Background: an optimization exercise with open tools, aiming at small area. Do not read the settings as production practice. In this exercise RTL edits were held to simulation tests only and were not proved equivalent to the original. Power and IR drop assume default switching activity.

== before ==
==> flow/design.v (excerpt) <==
module quick_spi (
    input  logic                         s_axi_aclk,
    input  logic                         s_axi_aresetn,
    input  quick_spi_pkg::axi_addr_t     awaddr,
    input  quick_spi_pkg::axi_len_t      awlen,
    input  logic [1:0]                   awburst,
    input  logic                         awvalid,
    output logic                         awready,
    input  quick_spi_pkg::axi_data_t     wdata,
    input  quick_spi_pkg::axi_strb_t     wstrb,
    input  logic                         wlast,
    input  logic                         wvalid,
    output logic                         wready,
    output logic [1:0]                   bresp,
    output logic                         bvalid,
    input  logic                         bready,
    input  quick_spi_pkg::axi_addr_t     araddr,
    input  quick_spi_pkg::axi_len_t      arlen,
    input  logic [1:0]                   arburst,
    input  logic                         arvalid,
    output logic                         arready,
    output quick_spi_pkg::axi_data_t     rdata,
    output logic [1:0]                   rresp,
    output logic                         rlast,
    output logic                         rvalid,
    input  logic                         rready,
    output logic                         mosi,
    input  logic                         miso,
    output logic                         sclk,
    output logic [2-1:0]  ss_n,
    output logic                         interrupt
);
For scale: ~3000 cells after synthesis, about 130 I/O pins, about 0.030 mm² of cells after synthesis.
export LEC_CHECK = 0
export CAP_MARGIN = 20
export CELL_PAD_IN_SITES_DETAIL_PLACEMENT = 1
export CELL_PAD_IN_SITES_GLOBAL_PLACEMENT = 1
export CORE_MARGIN = 2
export CORE_UTILIZATION = 40
export CTS_CLUSTER_DIAMETER = 70
export CTS_CLUSTER_SIZE = 18
export PLACE_DENSITY = 0.5
export SLEW_MARGIN = 20
export SYNTH_HIERARCHICAL = 1
create_clock -name core_clock -period 8.0 [get_ports {s_axi_aclk}]
standard.sh (not shown) runs the stock make flow with config.mk's settings and CLKGATE_MAP_FILE= SYNTH_SCRIPT=/design/flow/synth_recipe.tcl, a recipe that flattens the netlist after the stock synthesis.
==> flow/flow/run.sh <==
#!/bin/bash
# Layout flow: the standard flow with the standard synthesis unchanged.
# After synthesis it changes only which cells the layout steps may add:
# buf_1 cells as the port buffers, buf_1/buf_2 for repair buffers (the
# larger buffers and delay cells join the platform's don't-use list in
# dont_use.txt), and power recovery (downsizing of non-critical cells) after
# global routing. Each run's output goes to a log here; ORFS keeps its
# per-step logs under orfs/logs.
set -euo pipefail
bash standard.sh synth > synth.log 2>&1
export BUFFER_PORTS_ARGS="-buffer_cell sky130_fd_sc_hd__buf_1"
export RECOVER_POWER=100
DU="$(cat flow/dont_use.txt)"
bash standard.sh "DONT_USE_CELLS=$DU" finish > layout.log 2>&1
Other scripts of this flow, unchanged in this note and not shown: flow/flow/dont_use.txt
Completing all stages was not enough for before: its layout failed the final checks because of capacitance limit, slew limit.
Changes in after relative to before:
==> flow/flow/run.sh <==
#!/bin/bash
# Layout flow: the standard flow with the standard synthesis unchanged.
# After synthesis it changes only which cells the layout steps may add and
# how the clock tree is clustered: buf_1 cells as the port buffers, buf_1/
# buf_2 for repair buffers (the larger buffers and delay cells join the
# platform's don't-use list in dont_use.txt), and clock sinks clustered in
# groups of at most CLUSTER flip-flops with no dummy loads. Each run's
# output goes to a log here; ORFS keeps its per-step logs under orfs/logs.
set -euo pipefail
CLUSTER=18
DIAMETER=70
bash standard.sh synth > synth.log 2>&1
export BUFFER_PORTS_ARGS="-buffer_cell sky130_fd_sc_hd__buf_1"
export CTS_ARGS="-sink_clustering_enable -repair_clock_nets -sink_clustering_size $CLUSTER -sink_clustering_max_diameter $DIAMETER -dont_use_dummy_load"
DU="$(cat flow/dont_use.txt)"
bash standard.sh "DONT_USE_CELLS=$DU" finish > layout.log 2>&1
diff --git a/flow/config.mk b/flow/config.mk
--- a/flow/config.mk
+++ b/flow/config.mk
@@ -11,6 +11,4 @@
 export CORE_MARGIN = 2
 export CORE_UTILIZATION = 40
-export CTS_CLUSTER_DIAMETER = 70
-export CTS_CLUSTER_SIZE = 18
 export PLACE_DENSITY = 0.5
 export SLEW_MARGIN = 20
==> comparison <==
Status for after and before: clean finish in after only
Minimum clock period after layout: lower on after
The higher overall power of after and before is in before.
Summary — power share of the clock group, after relative to before: lower, by 3.3 points.
after and before ended up with nearly the same wire length of the first global-routing pass.
When after is measured against before, its growth of design area from synthesis to finish turns out 0.70 points lower.
after ends up with a detailed-routed wire length on met3 that is 270 µm lower than in before.
Between before and after, the cell count went down.
Between after and before, the sequential fraction of design power is lower for before.
Row setup slack after layout: after higher / before lower
after and before ended up with nearly the same leakage power summed over all cells.

---

Starting RTL as in the previous note.
==> flow/design.v (excerpt) <==
module quick_spi (
    input  logic                         s_axi_aclk,
    input  logic                         s_axi_aresetn,
    input  quick_spi_pkg::axi_addr_t     awaddr,
    input  quick_spi_pkg::axi_len_t      awlen,
    input  logic [1:0]                   awburst,
    input  logic                         awvalid,
    output logic                         awready,
    input  quick_spi_pkg::axi_data_t     wdata,
    input  quick_spi_pkg::axi_strb_t     wstrb,
    input  logic                         wlast,
    input  logic                         wvalid,
    output logic                         wready,
    output logic [1:0]                   bresp,
    output logic                         bvalid,
    input  logic                         bready,
    input  quick_spi_pkg::axi_addr_t     araddr,
    input  quick_spi_pkg::axi_len_t      arlen,
    input  logic [1:0]                   arburst,
    input  logic                         arvalid,
    output logic                         arready,
    output quick_spi_pkg::axi_data_t     rdata,
    output logic [1:0]                   rresp,
    output logic                         rlast,
    output logic                         rvalid,
    input  logic                         rready,
    output logic                         mosi,
    input  logic                         miso,
    output logic                         sclk,
    output logic [2-1:0]  ss_n,
    output logic                         interrupt
);
    logic           write_busy;
    logic           read_busy;
    logic           mem_we;
    quick_spi_pkg::mem_word_addr_t mem_waddr;
    quick_spi_pkg::mem_word_addr_t mem_raddr;
    logic           rvalid_d;
  ...
export LEC_CHECK = 0
export CAP_MARGIN = 20
export CELL_PAD_IN_SITES_DETAIL_PLACEMENT = 1
export CELL_PAD_IN_SITES_GLOBAL_PLACEMENT = 1
export CORE_MARGIN = 2
export CORE_UTILIZATION = 40
export PLACE_DENSITY = 0.5
export SLEW_MARGIN = 20
export SYNTH_HIERARCHICAL = 1
create_clock -name core_clock -period 8.0 [get_ports {s_axi_aclk}]
==> flow/flow/run.sh <==
#!/bin/bash
# Layout flow: the standard flow with the standard synthesis unchanged.
# After synthesis it changes only two things: the port buffers are buf_1
# cells, and the clock sinks are clustered in groups of at most CLUSTER
# flip-flops with no dummy loads. Each run's output goes to a log here;
# ORFS keeps its per-step logs under orfs/logs.
set -euo pipefail
CLUSTER=18
DIAMETER=70
bash standard.sh synth > synth.log 2>&1
export BUFFER_PORTS_ARGS="-buffer_cell sky130_fd_sc_hd__buf_1"
export CTS_ARGS="-sink_clustering_enable -repair_clock_nets -sink_clustering_size $CLUSTER -sink_clustering_max_diameter $DIAMETER -dont_use_dummy_load"
bash standard.sh > layout.log 2>&1
Next try:
==> flow/run.sh (new file) <==
#!/bin/bash
# synth_recipe.tcl (not shown) runs the flow's synth.tcl, then flattens the netlist and writes it again
# the make line also repeats each setting of config.mk as NAME=value (left out here)
make -C /OpenROAD-flow-scripts/flow DESIGN_CONFIG=/design/flow/config.mk WORK_HOME=/design/flow/orfs CLKGATE_MAP_FILE= SYNTH_SCRIPT=/design/flow/synth_recipe.tcl finish
--- a/flow/config.mk
+++ b/flow/config.mk
@@ -11,4 +11,6 @@
 export CORE_MARGIN = 2
 export CORE_UTILIZATION = 40
+export CTS_CLUSTER_DIAMETER = 80
+export CTS_CLUSTER_SIZE = 20
 export PLACE_DENSITY = 0.5
 export SLEW_MARGIN = 20
removed: flow/flow/run.sh
removed: flow/standard.sh
What happened: Synthesized cell count stays the same; cell count hardly moves; utilization grows by 1.2 points; synthesized area stays the same; combinational power stays flat; global-route usage is about the same.

## separate check: timing with driven ports
In the flow no input, the clock included, has a driving cell. The finished layouts below were timed again as built, in two steps. Step 1 sets driving cells, clkbuf_16 on the clock port and buf_2 on the other inputs (assumed; they add their load-dependent delay and slew). Step 2 also shifts input and output timing later by t, the mid clock arrival at the registers, as if the neighbouring blocks saw the same clock. Slacks: ideal ports / drivers / drivers and shift; pairs: ideal ports / drivers.
run | shift t [ns] | slack for setup (ns) | hold slack, ns | slew at the worst register clock pin (ns) | pins driven straight from the clock port
before | 0.702 | 0.483 / 0.483 / 0.483 | 0.458 / 0.458 / 0.458 | 0.09 / 0.09 | 1
after | 0.699 | 1.058 / 1.058 / 1.058 | 0.455 / 0.455 / 0.455 | 0.09 / 0.09 | 1
the first run of note 2 | 0.696 | 1.843 / 1.843 / 1.843 | 0.459 / 0.459 / 0.459 | 0.08 / 0.08 | 1
the second run of note 2 | 0.685 | 1.680 / 1.680 / 1.680 | 0.470 / 0.470 / 0.470 | 0.09 / 0.09 | 1
